Source: an optimization exercise on an open RTL-to-GDS flow (aim: small area). Production flows keep margins and buffers that such runs may drop.
At most, simulation tests tie the RTL to the original design; equivalence was not proved.

## fse_lms_updater
module fse_lms_updater (
   input  logic         clk,
   input  logic         i_reset,
   input  logic [7:0]   i_is_data_I,
   input  logic [7:0]   i_is_data_Q,
   input  logic         i_ctrl,
   input  logic         i_baud,
   input  logic [11:0]  i_fse_I,
   input  logic [11:0]  i_fse_Q,
   input  logic         i_en_rx,
   input  logic         i_en_lms,
   output logic [71:0]  o_taps_I,
   output logic [71:0]  o_taps_Q,
   output logic         o_en_taps,
   output logic         o_overrun
);
   logic [3:0]  r_cnt;
   logic        r_stale;       
   logic [3:0]  r_fill;        
   logic [8:0]  r_poh;         
   logic        w_idle, w_acc, w_step, w_commit;
   assign w_idle   = (r_cnt == 4'd0);
   assign w_acc    = w_idle & i_baud & i_en_lms;
   assign w_step   = (r_cnt != 4'd0) & (r_cnt <= 4'd9);
   assign w_commit = (r_cnt == 4'd11);
   logic [71:0] r_xI, r_xQ;
   always_ff @(posedge clk) begin
      if (i_ctrl) begin
         r_xI <= {r_xI[63:0], i_is_data_I};
         r_xQ <= {r_xQ[63:0], i_is_data_Q};
      end
   end
   logic [8:0] w_poh, w_sel;
   assign w_poh = w_idle ? 9'h100 : r_poh;
   for (genvar i = 0; i < 9; i++) begin : g_sel
      assign w_sel[i] = w_poh[i] & (r_fill > 4'(i));
   end
   logic [7:0]        w_xrI, w_xrQ;
   always_comb begin
      w_xrI = 8'd0;
      w_xrQ = 8'd0;
      for (int i = 0; i < 9; i++) begin
         w_xrI = w_xrI | ({8{w_sel[i]}} & r_xI[i*8 +: 8]);
  ...
Size in the first run: ~2,000 cells after synthesis.
clock: 13.0 ns
lec_check: 0
cap_margin: 20
core_margin: 2
core_utilization: 70
place_density_lb_addon: 0.0
slew_margin: 20
synth_hierarchical: 1
standard.sh (not shown) runs the stock make flow with config.mk's settings and CLKGATE_MAP_FILE= SYNTH_SCRIPT=/design/flow/synth_recipe.tcl, a recipe that flattens the netlist after the stock synthesis.
==> flow/flow/run.sh <==
#!/bin/bash
# Own layout flow: the standard synthesis (standard.sh synth, unchanged),
# then the drive-1 resizing of flow/downsize.tcl on the synthesized netlist,
# then the standard ORFS layout (standard.sh finish) with minimum-size port
# buffers and a clock tree built without dummy loads from larger sink
# clusters. ORFS writes each tool's full log under orfs/logs/; the output of
# each command run here goes to a log file of its own in this folder.
set -euo pipefail
bash standard.sh synth > make_synth.log 2>&1
R=orfs/results/${FLOW_PLATFORM}/fse_lms_updater/base
LIB_FILE=${FLOW_HOME}/platforms/${FLOW_PLATFORM}/lib/sky130_fd_sc_hd__tt_025C_1v80.lib \
ODB=$R/1_synth.odb MAX_FANOUT=4 \
  openroad -no_init -exit flow/downsize.tcl > downsize.log 2>&1
touch $R/1_synth.sdc
export BUFFER_PORTS_ARGS="-buffer_cell sky130_fd_sc_hd__buf_1"
export CTS_ARGS="-sink_clustering_enable -repair_clock_nets -dont_use_dummy_load -buf_list sky130_fd_sc_hd__clkbuf_16 -sink_clustering_size 30 -sink_clustering_max_diameter 80"
bash standard.sh finish > make_layout.log 2>&1
==> flow/flow/downsize.tcl <==
# Resize the synthesized netlist's logic cells to drive strength 1 where the
# drive-1 cell is smaller and the cell drives few loads (ABC maps the small
# tree cells of the datapath with drive-2 cells). Registers, buffers,
# inverters and clock cells are left alone; the placement's repair_design and
# repair_timing size cells up again where slew or timing need it.
read_liberty $::env(LIB_FILE)
read_db $::env(ODB)
set lib [lindex [get_libs *] 0]
set n 0
set saved 0.0
foreach inst [get_cells *] {
  set m [get_property $inst ref_name]
  if {![regexp {^(sky130_fd_sc_hd__([a-z0-9]+))_([0-9]+)$} $m -> base fn drive]} { continue }
  if {$drive == 1} { continue }
  if {[regexp {^(df|edf|sdf|dl|buf|clk|inv|bufinv|conb|tap|fill|decap|diode|dly|probe|lpflow)} $fn]} { continue }
  set small [get_lib_cells -quiet */${base}_1]
  if {$small eq ""} { continue }
  set a_old [get_property [get_lib_cells */$m] area]
  set a_new [get_property $small area]
  if {$a_new >= $a_old} { continue }
  set fo 0
  foreach p [get_pins -of_objects $inst -filter "direction == output"] {
    set net [get_nets -quiet -of_objects $p]
    if {$net ne ""} { incr fo [llength [get_pins -quiet -of_objects $net -filter "direction == input"]] }
  }
  if {$fo > $::env(MAX_FANOUT)} { continue }
  replace_cell [get_full_name $inst] ${base}_1
  incr n
  set saved [expr {$saved + $a_old - $a_new}]
}
puts "downsize: resized $n cells, saved [format %.1f $saved] um2"
write_db $::env(ODB)
The starting point produced a clean layout.
Change:
--- a/flow/flow/run.sh
+++ b/flow/flow/run.sh
@@ -12 +12 @@
-ODB=$R/1_synth.odb MAX_FANOUT=4 \
+ODB=$R/1_synth.odb MAX_FANOUT=16 \
PLACE_DENSITY_LB_ADDON = not set   (was 0.0)
Effect: The new run completed with no timing, DRC or antenna violations. Wire length decreases by 2.6%. Maximum frequency increases by about 1%.
Change:
--- a/flow/flow/run.sh
+++ b/flow/flow/run.sh
@@ -12 +12 @@
-ODB=$R/1_synth.odb MAX_FANOUT=16 \
+ODB=$R/1_synth.odb MAX_FANOUT=4 \
CORE_UTILIZATION = 65   (was 70)
Result: Register-to-register slack is better by 0.09 ns. Flip-flop and latch count does not change. Final area is about the same. Clock skew barely changes. Critical path depth is unchanged. Global-route usage went down by 2.5 points. Wire length went down by 1.6%.
Change:
CORE_UTILIZATION = 72   (was 65)
After rerunning:
- wire length grows by about 6%
- final cell count shrinks by about 2.5%
- core utilization grows by 7.4 points
- flip-flop and latch count is unchanged
- die area shrinks by about 10%

========
## the reference run
fse_lms_updater, a different RTL version from the one above (not shown whole).
For scale: roughly 2100 cells after synthesis, about 190 I/O pins, ~33000 µm² of cells after synthesis.
==> flow/design.v (excerpt) <==
module fse_lms_updater (
   input  logic         clk,
   input  logic         i_reset,
   input  logic [7:0]   i_is_data_I,
   input  logic [7:0]   i_is_data_Q,
   input  logic         i_ctrl,
   input  logic         i_baud,
   input  logic [11:0]  i_fse_I,
   input  logic [11:0]  i_fse_Q,
   input  logic         i_en_rx,
   input  logic         i_en_lms,
   output logic [71:0]  o_taps_I,
   output logic [71:0]  o_taps_Q,
   output logic         o_en_taps,
   output logic         o_overrun
);
   logic [3:0]  r_cnt;
   logic        r_stale;       
   logic [3:0]  r_fill;        
   logic [3:0]  r_ptr;         
   logic        w_idle, w_acc, w_step, w_commit;
   assign w_idle   = (r_cnt == 4'd0);
   assign w_acc    = w_idle & i_baud & i_en_lms;
   assign w_step   = (r_cnt != 4'd0) & (r_cnt <= 4'd9);
   assign w_commit = (r_cnt == 4'd11);
   logic [71:0] r_xI, r_xQ;
   always_ff @(posedge clk) begin
      if (i_ctrl) begin
         r_xI <= {r_xI[63:0], i_is_data_I};
         r_xQ <= {r_xQ[63:0], i_is_data_Q};
      end
   end
   logic [3:0] w_pos;
   assign w_pos = w_idle ? 4'd8 : r_ptr;
   logic              w_valid;
   logic [7:0]  w_xrI, w_xrQ;
   logic [11:0] w_brI, w_brQ, r_rI, r_rQ;
   assign w_valid = (w_pos < r_fill);
   assign w_xrI = w_valid ? r_xI[w_pos*8 +: 8] : 8'd0;
   assign w_xrQ = w_valid ? r_xQ[w_pos*8 +: 8] : 8'd0;
   assign w_brI[0]   = w_xrI[0] ^ 1'b0;
   assign w_brI[1] = (w_xrI[1] & ~w_xrI[0] & ~1'b0) | (~w_xrI[1] & w_xrI[0] & 1'b0);
   assign w_brI[2] = w_xrI[1];
   assign w_brI[3]   = w_xrI[2] ^ w_xrI[1];
   assign w_brI[4] = (w_xrI[3] & ~w_xrI[2] & ~w_xrI[1]) | (~w_xrI[3] & w_xrI[2] & w_xrI[1]);
   assign w_brI[5] = w_xrI[3];
   assign w_brI[6]   = w_xrI[4] ^ w_xrI[3];
   assign w_brI[7] = (w_xrI[5] & ~w_xrI[4] & ~w_xrI[3]) | (~w_xrI[5] & w_xrI[4] & w_xrI[3]);
   assign w_brI[8] = w_xrI[5];
   assign w_brI[9]   = w_xrI[6] ^ w_xrI[5];
  ...
export LEC_CHECK = 0
export CAP_MARGIN = 20
export CORE_MARGIN = 2
export CORE_UTILIZATION = 40
export GPL_TIMING_DRIVEN = 0
export SLEW_MARGIN = 20
export SYNTH_HIERARCHICAL = 1
create_clock -name core_clock -period 13.0 [get_ports {clk}]
==> flow/flow/run.sh <==
#!/bin/bash
# Own layout flow: the standard synthesis (standard.sh synth, unchanged),
# then the drive-1 resizing of flow/downsize.tcl on the synthesized netlist,
# then the standard ORFS layout (standard.sh finish) with minimum-size port
# buffers and a clock tree built without dummy loads from larger sink
# clusters. ORFS writes each tool's full log under orfs/logs/; the output of
# each command run here goes to a log file of its own in this folder.
set -euo pipefail
bash standard.sh synth > make_synth.log 2>&1
R=orfs/results/${FLOW_PLATFORM}/fse_lms_updater/base
LIB_FILE=${FLOW_HOME}/platforms/${FLOW_PLATFORM}/lib/sky130_fd_sc_hd__tt_025C_1v80.lib \
ODB=$R/1_synth.odb MAX_FANOUT=4 \
  openroad -no_init -exit flow/downsize.tcl > downsize.log 2>&1
touch $R/1_synth.sdc
export BUFFER_PORTS_ARGS="-buffer_cell sky130_fd_sc_hd__buf_1"
export CTS_ARGS="-sink_clustering_enable -repair_clock_nets -dont_use_dummy_load -buf_list sky130_fd_sc_hd__clkbuf_16 -sink_clustering_size 30 -sink_clustering_max_diameter 80"
bash standard.sh finish > make_layout.log 2>&1
Scripts as last shown in full above: flow/flow/downsize.tcl
The flow did not stop early for the reference run: all stages ran, and the layout cleared the timing, DRC and antenna checks.
--- input diff the reference run..the trial run ---
# the reference run
export LEC_CHECK = 0
export CAP_MARGIN = 20
export CORE_MARGIN = 2
export CORE_UTILIZATION = 40
export GPL_TIMING_DRIVEN = 0
export SLEW_MARGIN = 20
export SYNTH_HIERARCHICAL = 1
create_clock -name core_clock -period 13.0 [get_ports {clk}]
# the trial run
export LEC_CHECK = 0
export CAP_MARGIN = 20
export CORE_MARGIN = 2
export CORE_UTILIZATION = 65
export SLEW_MARGIN = 20
export SYNTH_HIERARCHICAL = 1
create_clock -name core_clock -period 13.0 [get_ports {clk}]
diff --git a/flow/flow/run.sh b/flow/flow/run.sh
--- a/flow/flow/run.sh
+++ b/flow/flow/run.sh
@@ -15,3 +15,3 @@
 export BUFFER_PORTS_ARGS="-buffer_cell sky130_fd_sc_hd__buf_1"
-export CTS_ARGS="-sink_clustering_enable -repair_clock_nets -dont_use_dummy_load -buf_list sky130_fd_sc_hd__clkbuf_16 -sink_clustering_size 30 -sink_clustering_max_diameter 80"
+export CTS_ARGS="-sink_clustering_enable -repair_clock_nets -dont_use_dummy_load -buf_list sky130_fd_sc_hd__clkbuf_16 -sink_clustering_size 26 -sink_clustering_max_diameter 70"
 bash standard.sh finish > make_layout.log 2>&1
==> comparison <==
- The trial run vs the reference run, highest layer used for signal routing: met4 vs met5
- r_aIn[176] as the capture point of the worst path was reported by the reference run, and r_aQn[164] by the trial run.
- Looking at routed wire length, the trial run sits 3.1 mm lower than the reference run does.
- Compared with the reference run, the trial run shows a higher number of clock-tree buffers in the layout.
Function was not checked in any run of this note: the RTL went through the layout flow alone.

==> afterwards: timing with drivers on the ports <==
The results above use ideal ports. As a check the final layouts listed here were re-extracted and re-timed, cells and wires unchanged. Step 1 assumes that a clkbuf_16 drives the clock port and a buf_2 every other input. Step 2 also shifts input and output timing later by t, the mid clock arrival at the registers, as if the neighbouring blocks saw the same clock. a / b / c = ideal ports / drivers / drivers and shift; a / b = the first two.
| run | t, ns | setup WS [ns] | worst data-port slew with drivers (ns) | cell pins on the clock port's net |
|---|---|---|---|---|
| the first run of note 1 | 0.653 | 0.759 / 0.759 / 0.759 | 0.05 | 1 |
| the second run of note 1 | 0.658 | 0.880 / 0.880 / 0.880 | 0.04 | 1 |
| the third run of note 1 | 0.659 | 0.973 / 0.973 / 0.973 | 0.05 | 1 |
| the fourth run of note 1 | 0.655 | 0.831 / 0.831 / 0.831 | 0.04 | 1 |
| the reference run | 0.612 | 0.427 / 0.427 / 0.427 | 0.04 | 1 |
| the trial run | 0.623 | 0.529 / 0.529 / 0.529 | 0.04 | 1 |
After both steps setup and hold are still met in every run listed.
